From an optimization exercise on the open Yosys and OpenROAD flow, aimed at small area, a short achievable clock period and few clock cycles per item; shortcuts taken in it are not production practice. In this exercise RTL edits were held to simulation tests only and were not proved equivalent to the original. Power figures rest on the tool's default switching activity, not on a simulated workload.

--- run.sh ---
#!/bin/bash
# synth_recipe.tcl (not shown) runs the flow's synth.tcl, then flattens the netlist and writes it again
# the make line also repeats each setting of config.mk as NAME=value (left out here)
make -C /OpenROAD-flow-scripts/flow DESIGN_CONFIG=/design/flow/config.mk WORK_HOME=/design/flow/orfs CLKGATE_MAP_FILE= SYNTH_SCRIPT=/design/flow/synth_recipe.tcl finish
--- design.v ---
module atrlp_core #(
	parameter int COUNT_BITS = 16
) (clk, arst_n, in_valid, in_data, in_ready, push_ready, push);
	localparam int MAX_RES = 8;
	localparam int NUM_W   = $clog2(MAX_RES + 1);
	localparam int IDX_W   = $clog2(MAX_RES);
	localparam logic [7:0]  CH_TAB      = 8'h09;
	localparam logic [7:0]  CH_LF       = 8'h0A;
	localparam logic [7:0]  CH_CR       = 8'h0D;
	localparam logic [7:0]  CH_SPACE    = 8'h20;
	localparam logic [7:0]  CH_QUOTE    = 8'h22;
	localparam logic [7:0]  CH_HASH     = 8'h23;
	localparam logic [7:0]  CH_EQ       = 8'h3D;
	localparam logic [7:0]  CH_UA       = 8'h41;
	localparam logic [7:0]  CH_UT       = 8'h54;
	localparam logic [7:0]  CH_BS       = 8'h5C;
	localparam logic [7:0]  CH_LA       = 8'h61;
	localparam logic [7:0]  CH_LN       = 8'h6E;
	localparam logic [7:0]  CH_LR       = 8'h72;
	localparam logic [7:0]  CH_LT       = 8'h74;
	localparam logic [7:0]  CH_LZ       = 8'h7A;
	localparam logic [7:0]  CASE_OFFSET = 8'h20;
	localparam logic [15:0] CRLF        = 16'h0D0A;
	typedef logic [2:0] phase_t;
	localparam phase_t PH_START = 3'd0;
	localparam phase_t PH_ONE   = 3'd1;
	localparam phase_t PH_REQ   = 3'd2;
	localparam phase_t PH_ANS   = 3'd3;
	localparam phase_t PH_SKIP  = 3'd4;
	localparam phase_t PH_BAD   = 3'd5;
	typedef logic [1:0] kind_t;
	localparam kind_t KIND_REQ  = 2'd0;
	localparam kind_t KIND_ANS  = 2'd1;
	localparam kind_t KIND_STAT = 2'd2;
	typedef struct packed {
		phase_t      phase;
		logic [7:0]  first_char;
		logic        quote_open;
		logic [1:0]  marker_progress;
		logic        held_bs;
		logic [7:0]  hold_byte;
		logic [1:0]  hold_cnt;
		logic [15:0] last_two;
		logic        answer_seen;
	} line_state_t;
	localparam line_state_t LINE_RESET = '0;  
	typedef struct packed {
		kind_t      kind;
		logic [7:0] data;
		logic       ok;
	} res_t;
	localparam int RES_W = 11;  
	typedef struct packed {
		logic [MAX_RES*RES_W-1:0] items;  
		logic [NUM_W-1:0]   n;
	} batch_t;
	typedef struct packed {
		line_state_t st;
		batch_t      b;
		logic        bad;
	} work_t;
	typedef struct packed {
		logic        valid;
		batch_t      b;
		logic [15:0] count;
	} push_t;
	input  logic       clk;
	input  logic       arst_n;
	input  logic       in_valid;
	input  logic [7:0] in_data;
	output logic       in_ready;
	input  logic       push_ready;
	output push_t      push;
	logic                  valid_s1;
	logic [7:0]            data_s1;
	line_state_t           line_q;
	logic                  held_cr_q;
	logic [COUNT_BITS-1:0] bad_q;
	work_t                 w;
	logic                  held_cr_d;
	logic [COUNT_BITS-1:0] count_d;
	logic                  advance;
	task automatic put(input logic [1:0] k, input logic [7:0] d, input logic ok);
		for (int i = 0; i < MAX_RES; i++)
			if (w.b.n == NUM_W'(i))
				w.b.items[i*RES_W +: RES_W] = {k, d, ok};
		if (w.b.n < NUM_W'(MAX_RES))
			w.b.n = w.b.n + NUM_W'(1);
	endtask
	task automatic request_out(input logic [7:0] c);
		logic [7:0] ch;
		ch = c;
		if (ch == CH_QUOTE)
			w.st.quote_open = ~w.st.quote_open;
		if (!((ch == CH_SPACE || ch == CH_TAB) && !w.st.quote_open)) begin
			if (!w.st.quote_open && ch >= CH_LA && ch <= CH_LZ)
				ch = ch - CASE_OFFSET;
			put(KIND_REQ, ch, 1'b0);
		end
	endtask
	task automatic answer_put(input logic [7:0] d);
		put(KIND_ANS, d, 1'b0);
		w.st.last_two = {w.st.last_two[7:0], d};
	endtask
	task automatic frame_in(input logic [7:0] d);
		case (w.st.hold_cnt)
			2'd0: begin
				if (d == CH_CR) begin
					w.st.hold_byte = d;
					w.st.hold_cnt = 2'd1;
				end else begin
					answer_put(CH_CR);
					answer_put(CH_LF);
					answer_put(d);
					w.st.hold_cnt = 2'd2;
				end
			end
			2'd1: begin
				answer_put(CH_CR);
				answer_put(CH_LF);
				if (d != CH_LF) begin
					answer_put(w.st.hold_byte);
					answer_put(d);
				end
				w.st.hold_cnt = 2'd2;
			end
			default: begin
				answer_put(d);
			end
		endcase
	endtask
	task automatic decode_in(input logic [7:0] c);
		logic [7:0] e;
		w.st.answer_seen = 1'b1;
		if (w.st.held_bs) begin
			w.st.held_bs = 1'b0;
			case (c)
				CH_LR:    e = CH_CR;
				CH_LN:    e = CH_LF;
				CH_LT:    e = CH_TAB;
				CH_QUOTE: e = CH_QUOTE;
				CH_BS:    e = CH_BS;
				default:  e = CH_BS;
			endcase
			frame_in(e);
			if (!(c == CH_LR || c == CH_LN || c == CH_LT || c == CH_QUOTE || c == CH_BS))
				frame_in(c);
		end else if (c == CH_BS) begin
			w.st.held_bs = 1'b1;
		end else begin
			frame_in(c);
		end
	endtask
	task automatic request_in(input logic [7:0] c);
		if (w.st.marker_progress == 2'd2 && c == CH_EQ) begin
			w.st.marker_progress = 2'd0;
			w.st.phase = PH_ANS;
			w.st.answer_seen = 1'b0;
			w.st.held_bs = 1'b0;
			w.st.hold_cnt = 2'd0;
			w.st.hold_byte = '0;
			w.st.last_two = '0;
		end else if (w.st.marker_progress == 2'd1 && c == CH_LR) begin
			w.st.marker_progress = 2'd2;
		end else begin
			if (w.st.marker_progress != 2'd0)
				request_out(CH_BS);
			if (w.st.marker_progress == 2'd2)
				request_out(CH_LR);
			w.st.marker_progress = 2'd0;
			if (c == CH_BS)
				w.st.marker_progress = 2'd1;
			else
				request_out(c);
		end
	endtask
	task automatic content_in(input logic [7:0] c);
		case (w.st.phase)
			PH_START: begin
				if (c == CH_HASH) begin
					w.st.phase = PH_SKIP;
				end else begin
					w.st.first_char = c;
					w.st.phase = PH_ONE;
				end
			end
			PH_ONE: begin
				if ((w.st.first_char == CH_UA && c == CH_UT) ||
				    (w.st.first_char == CH_LA && c == CH_LT)) begin
					request_out(w.st.first_char);
					request_out(c);
					w.st.phase = PH_REQ;
				end else begin
					w.st.phase = PH_BAD;
				end
			end
			PH_REQ:  request_in(c);
			PH_ANS:  decode_in(c);
			default: ;
		endcase
	endtask
	task automatic end_line();
		if (w.st.phase == PH_START || w.st.phase == PH_SKIP) begin
		end else if (w.st.phase == PH_ANS && w.st.answer_seen) begin
			if (w.st.held_bs) begin
				w.st.held_bs = 1'b0;
				frame_in(CH_BS);
			end
			if (w.st.hold_cnt == 2'd1) begin
				answer_put(CH_CR);
				answer_put(CH_LF);
				answer_put(w.st.hold_byte);
				w.st.hold_cnt = 2'd2;
			end
			if (w.st.last_two != CRLF) begin
				answer_put(CH_CR);
				answer_put(CH_LF);
			end
			put(KIND_STAT, 8'h00, 1'b1);
		end else begin
			w.bad = 1'b1;
			put(KIND_STAT, 8'h00, 1'b0);
		end
		w.st = LINE_RESET;
	endtask
	always_comb begin
		w = '0;
		w.st = line_q;
		held_cr_d = 1'b0;
		if (held_cr_q && data_s1 == CH_LF) begin
			end_line();
		end else begin
			if (held_cr_q)
				content_in(CH_CR);
			if (data_s1 == CH_LF)
				end_line();
			else if (data_s1 == CH_CR)
				held_cr_d = 1'b1;
			else
				content_in(data_s1);
		end
		count_d = bad_q;
		if (w.bad && bad_q != '1)
			count_d = bad_q + COUNT_BITS'(1);
	end
	assign advance  = valid_s1 && (w.b.n == '0 || push_ready);
	assign in_ready = !valid_s1 || advance;
	assign push.valid = advance && w.b.n != '0;
	assign push.b     = w.b;
	assign push.count = 16'(count_d);
	always_ff @(posedge clk or negedge arst_n) begin
		if (!arst_n) begin
			valid_s1  <= 1'b0;
			line_q    <= LINE_RESET;
			held_cr_q <= 1'b0;
			bad_q     <= '0;
		end else begin
			if (in_ready)
				valid_s1 <= in_valid;
			if (advance) begin
				line_q    <= w.st;
				held_cr_q <= held_cr_d;
				bad_q     <= count_d;
			end
		end
	end
	always_ff @(posedge clk) begin
		if (in_ready && in_valid)
			data_s1 <= in_data;
	end
endmodule
module atrlp_outq (clk, arst_n, push, push_ready, out_valid, out_ready, out_kind, out_byte,
	out_line_ok, out_bad_line_count, out_last);
	localparam int MAX_RES = 8;
	localparam int NUM_W   = $clog2(MAX_RES + 1);
	localparam int IDX_W   = $clog2(MAX_RES);
	localparam logic [7:0]  CH_TAB      = 8'h09;
	localparam logic [7:0]  CH_LF       = 8'h0A;
	localparam logic [7:0]  CH_CR       = 8'h0D;
	localparam logic [7:0]  CH_SPACE    = 8'h20;
	localparam logic [7:0]  CH_QUOTE    = 8'h22;
	localparam logic [7:0]  CH_HASH     = 8'h23;
	localparam logic [7:0]  CH_EQ       = 8'h3D;
	localparam logic [7:0]  CH_UA       = 8'h41;
	localparam logic [7:0]  CH_UT       = 8'h54;
	localparam logic [7:0]  CH_BS       = 8'h5C;
	localparam logic [7:0]  CH_LA       = 8'h61;
	localparam logic [7:0]  CH_LN       = 8'h6E;
	localparam logic [7:0]  CH_LR       = 8'h72;
	localparam logic [7:0]  CH_LT       = 8'h74;
	localparam logic [7:0]  CH_LZ       = 8'h7A;
	localparam logic [7:0]  CASE_OFFSET = 8'h20;
	localparam logic [15:0] CRLF        = 16'h0D0A;
	typedef logic [2:0] phase_t;
	localparam phase_t PH_START = 3'd0;
	localparam phase_t PH_ONE   = 3'd1;
	localparam phase_t PH_REQ   = 3'd2;
	localparam phase_t PH_ANS   = 3'd3;
	localparam phase_t PH_SKIP  = 3'd4;
	localparam phase_t PH_BAD   = 3'd5;
	typedef logic [1:0] kind_t;
	localparam kind_t KIND_REQ  = 2'd0;
	localparam kind_t KIND_ANS  = 2'd1;
	localparam kind_t KIND_STAT = 2'd2;
	typedef struct packed {
		phase_t      phase;
		logic [7:0]  first_char;
		logic        quote_open;
		logic [1:0]  marker_progress;
		logic        held_bs;
		logic [7:0]  hold_byte;
		logic [1:0]  hold_cnt;
		logic [15:0] last_two;
		logic        answer_seen;
	} line_state_t;
	localparam line_state_t LINE_RESET = '0;  
	typedef struct packed {
		kind_t      kind;
		logic [7:0] data;
		logic       ok;
	} res_t;
	localparam int RES_W = 11;  
	typedef struct packed {
		logic [MAX_RES*RES_W-1:0] items;  
		logic [NUM_W-1:0]   n;
	} batch_t;
	typedef struct packed {
		line_state_t st;
		batch_t      b;
		logic        bad;
	} work_t;
	typedef struct packed {
		logic        valid;
		batch_t      b;
		logic [15:0] count;
	} push_t;
	input  logic         clk;
	input  logic         arst_n;
	input  push_t        push;
	output logic         push_ready;
	output logic         out_valid;
	input  logic         out_ready;
	output logic [1:0]   out_kind;
	output logic [7:0]   out_byte;
	output logic         out_line_ok;
	output logic [15:0]  out_bad_line_count;
	output logic         out_last;
	batch_t           batch_q;
	logic [15:0]      cnt_q;
	logic [IDX_W-1:0] idx_q;
	logic             full_q;
	res_t cur;
	logic is_last;
	logic fire;
	assign cur     = batch_q.items[idx_q*RES_W +: RES_W];
	assign is_last = ({1'b0, idx_q} + NUM_W'(1)) == batch_q.n;
	assign fire    = full_q && out_ready;
	assign push_ready = !full_q || (fire && is_last);
	assign out_valid          = full_q;
	assign out_kind           = cur.kind;
	assign out_byte           = cur.data;
	assign out_line_ok        = cur.ok;
	assign out_bad_line_count = cnt_q;
	assign out_last           = is_last;
	always_ff @(posedge clk or negedge arst_n) begin
		if (!arst_n) begin
			full_q <= 1'b0;
			idx_q  <= '0;
		end else begin
			if (push.valid) begin
				full_q <= 1'b1;
				idx_q  <= '0;
			end else if (fire) begin
				if (is_last)
					full_q <= 1'b0;
				else
					idx_q <= idx_q + IDX_W'(1);
			end
		end
	end
	always_ff @(posedge clk) begin
		if (push.valid) begin
			batch_q <= push.b;
			cnt_q   <= push.count;
		end
	end
endmodule
module at_response_line_parser_unit #(
	parameter int COUNT_BITS = 16
) (
	input  logic         clk,
	input  logic         arst_n,
	input  logic         in_valid,
	input  logic [7:0]   in_data,
	output logic         in_ready,
	output logic         out_valid,
	input  logic         out_ready,
	output logic [1:0]   out_kind,
	output logic [7:0]   out_byte,
	output logic         out_line_ok,
	output logic [15:0]  out_bad_line_count,
	output logic         out_last
);
	localparam int MAX_RES = 8;
	localparam int NUM_W   = $clog2(MAX_RES + 1);
	localparam int IDX_W   = $clog2(MAX_RES);
	localparam logic [7:0]  CH_TAB      = 8'h09;
	localparam logic [7:0]  CH_LF       = 8'h0A;
	localparam logic [7:0]  CH_CR       = 8'h0D;
	localparam logic [7:0]  CH_SPACE    = 8'h20;
	localparam logic [7:0]  CH_QUOTE    = 8'h22;
	localparam logic [7:0]  CH_HASH     = 8'h23;
	localparam logic [7:0]  CH_EQ       = 8'h3D;
	localparam logic [7:0]  CH_UA       = 8'h41;
	localparam logic [7:0]  CH_UT       = 8'h54;
	localparam logic [7:0]  CH_BS       = 8'h5C;
	localparam logic [7:0]  CH_LA       = 8'h61;
	localparam logic [7:0]  CH_LN       = 8'h6E;
	localparam logic [7:0]  CH_LR       = 8'h72;
	localparam logic [7:0]  CH_LT       = 8'h74;
	localparam logic [7:0]  CH_LZ       = 8'h7A;
	localparam logic [7:0]  CASE_OFFSET = 8'h20;
	localparam logic [15:0] CRLF        = 16'h0D0A;
	typedef logic [2:0] phase_t;
	localparam phase_t PH_START = 3'd0;
	localparam phase_t PH_ONE   = 3'd1;
	localparam phase_t PH_REQ   = 3'd2;
	localparam phase_t PH_ANS   = 3'd3;
	localparam phase_t PH_SKIP  = 3'd4;
	localparam phase_t PH_BAD   = 3'd5;
	typedef logic [1:0] kind_t;
	localparam kind_t KIND_REQ  = 2'd0;
	localparam kind_t KIND_ANS  = 2'd1;
	localparam kind_t KIND_STAT = 2'd2;
	typedef struct packed {
		phase_t      phase;
		logic [7:0]  first_char;
		logic        quote_open;
		logic [1:0]  marker_progress;
		logic        held_bs;
		logic [7:0]  hold_byte;
		logic [1:0]  hold_cnt;
		logic [15:0] last_two;
		logic        answer_seen;
	} line_state_t;
	localparam line_state_t LINE_RESET = '0;  
	typedef struct packed {
		kind_t      kind;
		logic [7:0] data;
		logic       ok;
	} res_t;
	localparam int RES_W = 11;  
	typedef struct packed {
		logic [MAX_RES*RES_W-1:0] items;  
		logic [NUM_W-1:0]   n;
	} batch_t;
	typedef struct packed {
		line_state_t st;
		batch_t      b;
		logic        bad;
	} work_t;
	typedef struct packed {
		logic        valid;
		batch_t      b;
		logic [15:0] count;
	} push_t;
	push_t push;
	logic  push_ready;
	atrlp_core #(
		.COUNT_BITS (COUNT_BITS)
	) u_core (
		.clk        (clk),
		.arst_n     (arst_n),
		.in_valid   (in_valid),
		.in_data    (in_data),
		.in_ready   (in_ready),
		.push_ready (push_ready),
		.push       (push)
	);
	atrlp_outq u_outq (
		.clk                (clk),
		.arst_n             (arst_n),
		.push               (push),
		.push_ready         (push_ready),
		.out_valid          (out_valid),
		.out_ready          (out_ready),
		.out_kind           (out_kind),
		.out_byte           (out_byte),
		.out_line_ok        (out_line_ok),
		.out_bad_line_count (out_bad_line_count),
		.out_last           (out_last)
	);
endmodule
--- constraint.sdc ---
create_clock -name core_clock -period 14.0 [get_ports {clk}]
set_input_delay 2.8000 -clock core_clock [delete_from_list [all_inputs] [get_ports {clk}]]
set_output_delay 2.8000 -clock core_clock [all_outputs]
set_load 0.01 [all_outputs]
--- config.mk ---
export PLATFORM = sky130hd
export DESIGN_NAME = at_response_line_parser_unit
export DESIGN_NICKNAME = at_response_line_parser_unit
export VERILOG_FILES = /design/flow/design.v
export SDC_FILE = /design/flow/constraint.sdc
export NUM_CORES = 4
export LEC_CHECK = 0
export CAP_MARGIN = 20
export CORE_MARGIN = 2
export CORE_UTILIZATION = 15
export GPL_ROUTABILITY_DRIVEN = 1
export PLACE_DENSITY = 0.25
export SLEW_MARGIN = 20
==> run notes <==
==> layout make-up <==
type	instances	area (um^2)	share of cell area
multi-input combinational	4363	25830	0.6673
sequential	180	5087	0.1314
tap	2854	3571	0.09223
timing repair buffer	407	3212	0.08296
clock buffer	22	485.5	0.01254
inverter	103	389.1	0.01005
clock inverter	10	81.33	0.002101
antenna	22	55.05	0.001422
==> per-layer routing <==
metal | GRT usage | up-vias | wire length [um]
met2 | 0.4180 | 3187 | 137400
li1 | - | 19330 | -
met1 | 0.3733 | 23940 | 139800
met5 | 0 | - | 266
met4 | 0.1832 | 32 | 24450
met3 | 0.09484 | 757 | 35160
==> synth_stat cells (33+ instances only) <==
master | count | area [um^2]
sky130_fd_sc_hd__and3_1 | 46 | 287.8
sky130_fd_sc_hd__xnor2_1 | 52 | 455.4
sky130_fd_sc_hd__a21oi_1 | 674 | 3373
sky130_fd_sc_hd__o221ai_1 | 51 | 446.7
sky130_fd_sc_hd__nand2_1 | 647 | 2429
sky130_fd_sc_hd__a211oi_1 | 107 | 803.3
sky130_fd_sc_hd__o22ai_1 | 148 | 925.9
sky130_fd_sc_hd__edfxtp_1 | 116 | 3483
sky130_fd_sc_hd__a221oi_1 | 57 | 499.2
sky130_fd_sc_hd__o211ai_1 | 114 | 855.8
sky130_fd_sc_hd__a31oi_1 | 107 | 669.4
sky130_fd_sc_hd__a22oi_1 | 50 | 375.4
sky130_fd_sc_hd__o21ai_1 | 36 | 180.2
sky130_fd_sc_hd__ha_1 | 96 | 1201
sky130_fd_sc_hd__dfrtp_1 | 64 | 1602
sky130_fd_sc_hd__o31ai_1 | 34 | 255.2
sky130_fd_sc_hd__clkbuf_1 | 406 | 1524
sky130_fd_sc_hd__nor3_1 | 118 | 590.6
sky130_fd_sc_hd__nand4_1 | 39 | 244.0
sky130_fd_sc_hd__mux2i_1 | 33 | 330.3
sky130_fd_sc_hd__buf_1 | 46 | 172.7
sky130_fd_sc_hd__nor2_1 | 511 | 1918
sky130_fd_sc_hd__nand3_1 | 239 | 1196
sky130_fd_sc_hd__inv_1 | 94 | 352.8
sky130_fd_sc_hd__and2_1 | 45 | 281.5
sky130_fd_sc_hd__o21ai_0 | 615 | 3078
==> worst min path at each step <==
stage                    start  cells after the start               to
6_report       u_core.bad_q[5]                      1  u_core.bad_q[5]
5_1_grt        u_core.bad_q[5]                      1  u_core.bad_q[5]
4_1_cts        u_core.bad_q[5]                      1  u_core.bad_q[5]
3_5_place_dp   u_core.bad_q[5]                      1  u_core.bad_q[5]
3_3_place_gp   u_core.bad_q[5]                      1  u_core.bad_q[5]
2_1_floorplan  u_core.bad_q[5]                      1  u_core.bad_q[5]
==> state kept, by name, summed over array words and instances, names as in the netlist <==
register and count:
u_outq.batch_q 92, u_core.line_q 42, u_core.bad_q 16, u_outq.cnt_q 16, u_core.data_s1 8, u_outq.idx_q 3
u_core.held_cr_q 1, u_core.valid_s1 1, u_outq.full_q 1
==> critical path: cells and delay by family, from the launching register on <==
kind                     cells  cell delay, ns
AO/OA/AOI/OAI               13            2.93
buffers and inverters        5            0.56
multiplexers                 1            0.16
AND/OR/NAND/NOR             17            2.76
flip-flops                   1            0.41
adder cells (fa/ha/maj)     12            3.31
==> power by group through the flow <==
stage	Clock, mW	Sequential, mW	Combinational [mW]
2_1_floorplan	0	0.597	0.219
3_3_place_gp	0	0.619	0.429
3_5_place_dp	0	0.619	0.427
4_1_cts	0.539	0.608	0.427
5_1_grt	0.553	0.611	0.445
6_report	0.513	0.606	0.432
==> through the flow <==
step	hold WS (ns)	instances	total power, mW
after floorplan	0.4448	5123	0.8166
after global placement	0.4632	7898	1.048
after detailed placement	0.4645	7902	1.046
after CTS	0.4795	7934	1.575
after global routing	0.5236	7939	1.608
final	0.4743	7961	1.551
==> kinds of logic (layout without fill, tap and decap cells) <==
group / Yosys count / in the layout / synth area share
other cells: 0 / 22 / 0
simple gates: 1824 / 1824 / 0.2516
mux: 82 / 82 / 0.03455
fa+ha+maj: 99 / 99 / 0.03756
xor+xnor: 64 / 64 / 0.01733
compound gates: 2294 / 2294 / 0.4352
flops: 180 / 180 / 0.1551
buf+inv: 580 / 542 / 0.06856
==> repair_timing <==
item | in CTS | in global routing
endpoints found under the setup margin | 1 | 1
buffers inserted | 0 | 2
pin swaps | 0 | 4
hold endpoints to repair | 0 | 0
resized for setup | 1 | 10
==> reports/results.txt <==
The flow ran to the end and the layout has no timing, DRC or antenna violations. In this run the cell area measured after placement is 38,010 um^2. Measured along the y axis, the die boundary spans 471.5 um. The post-synthesis average cell area was 6.398 um^2. The switching share of power is 0.3920, and the number of rows in the core area is 171. For the number of detailed-route iterations in the first pass, the log shows 6. The number of nets handed over by synthesis was 5,231. The critical path endpoint category is an output pin. The ratio of cells with drive above 1 in the final layout is 0.1168. The number of different library cells used by synthesis comes to 117. The shortest clock period the worst path allows after layout was 13.45 ns; the clock insertion delay at the later pin of the skew report was 0.54 ns. Following the worst setup path forward leads to its endpoint at in_ready. The slew of the pin with the lowest slew margin is 1.380 ns.

Die outline width: 471.5 um. TritonCTS built the clock tree. Flip-flop and latch count after synthesis: 180. Setup slack on the critical path of the routed design comes to 0.5477 ns. For this run, the top clock speed supported by timing is 74.34 MHz. The clock network fraction of design power came out at 0.330. Between clock sinks in the finished design, the worst skew comes to 0.03341 ns. The relative max-transition margin is 0.07429, and the number of DRC markers after the initial detailed-route iteration is 6,880.

The tools report the final core utilization as 0.1783. The logs give 0 for the total of endpoints with negative setup slack in the final report and 0 for the number of hold buffers added after CTS. The count of buffers inserted at the top-level ports works out to 41. The longest clock path from root to sink contains 2 buffers. The fraction of registers with async set/reset is 0.3556, and the post-detailed-routing wire length is 337,100 um. After detailed routing, the number of remaining DRC violations is 0. In this run the clock root is driven by a sky130_fd_sc_hd__clkbuf_16. Compared with the post-synthesis result, the final layout area differs by 18.12%. In the layout the commonest cells are sky130_fd_sc_hd__a21oi_1 (662), sky130_fd_sc_hd__nand2_1 (639), sky130_fd_sc_hd__o21ai_0 (603), sky130_fd_sc_hd__nor2_1 (492), sky130_fd_sc_hd__buf_4 (360). Prior to clock tree synthesis, the placed netlist has a worst setup slack of 0.4791 ns.

The count of yosys warnings during synthesis is 2, and the post-CTS clock slew at the launch and capture registers of the worst setup and hold paths is 0.09 ns. Number of global-route vias before repair: 43,460. The logs give 5,123 for the synthesized instance count and 4 for the H-tree depth.

The path type of the worst min-delay path is reg -> reg. For the sequential cell area fraction in the yosys report, the log shows 0.1551. The worst register-to-register path ends at u_core.line_q[19]. The final hold violation count was 0. In this run the cell area of the synthesized design comes to 32,780 um^2. The arrival time of data at the critical path endpoint came out at 10.65 ns. Setup repair after global routing left no endpoint under its margin. The startpoint identified for the worst register-to-register timing path is u_core.line_q[18]. In the routed layout, each cell is associated on average with a via count of 5.935. Counting every sink on the clock net gives 180.

The initial antenna violation count came out at 50. The final critical-path share of the clock period came out at 0.9609. The run gives 24,960 as the count of fill cells added during filler insertion. For the placeable core region, the log shows 217,200 um^2.

The start point of the critical path is u_core.line_q[18]. Internal cell power: 943.0 uW. 42 I/O pins were placed. The power share of the sequential group is 0.391, and the TritonCTS buffer count is 17. Power spread over the standard cell area amounts to 40.06 nW/um^2. The first global-routing pass estimated 439,400 um of wire. For the total routing resource utilization after global routing, the log shows 0.2914. The worst reg-to-reg setup slack was 2.65 ns; the HPWL after detailed placement was 256,300 um. The most instantiated flip-flop cell in the synthesis netlist is sky130_fd_sc_hd__edfxtp_1.

The peak supply drop was 85.08 uV. The library cell used most frequently in the layout, excluding fill and tap cells, is sky130_fd_sc_hd__a21oi_1. Counting cells, the worst reg-to-reg path comes to 50. For the fraction of power consumed by combinational cells, the log shows 0.279. In this run the worst path has a maximum fanout of 9. In this design, the stage delay of the slowest critical-path cell is 0.54 ns.

Critical path class: reg -> out. After routing, the total negative slack on setup checks comes to 0 ns. Data on the critical path is required at its endpoint by 11.20 ns. The tools report the area of the die as 222,300 um^2. In this run, synthesis inferred 116 flip-flops with an integrated enable.

Switching power: 608.1 uW. The category of the worst setup path launch point was a flop. The total overflow left after global routing is 0.

The average wire per standard cell was 42.35 um; the count of pins over their slew limit was 0. For the static leakage, the log shows 13.33 nW. The finished cells cover 38,720 um^2. The run gives 0 as the count of antenna-violating nets left after detailed routing. Entering global routing, the biggest net connects 103 pins. The run gives 0.1509 as the starting density of the core. Routability-driven placement finished with a final weighted congestion of 1.058. Critical path's most frequent cell: sky130_fd_sc_hd__ha_1. Number of nets at the end of the flow: 5,180. The slowest cell on the critical path is sky130_fd_sc_hd__or4_1. Across the run, the number of max-cap violations was 0. The routed layout has 47,250 vias.
Testbench counts, summed over its fixed seeds: cycles 64,936, bytes 57,729.

-- afterwards: timing with drivers on the ports --
No port has a modelled driver above. Below, the same layout with a new extraction and two added sets of constraints. Step 1, drivers: a clkbuf_16 drives clk and a buf_2 each remaining input, both assumed. Step 2 adds t to the input delays and takes it off the output delays; t is the mean of the earliest and latest rising clock arrival at the registers after step 1. Input paths then give back, and output paths get back, about the clock's delay inside the block. a / b / c = no drivers / after step 1 / after step 2; a / b = the first two.
t, ns: 0.607
slack for setup (ns): 0.548 / 0.461 / 1.067
hold slack, ns: 0.474 / 0.474 / 0.474
After both steps setup and hold are still met in this run. The setup slack of this run moves by -0.087 ns with the drivers and by +0.519 ns with both steps.
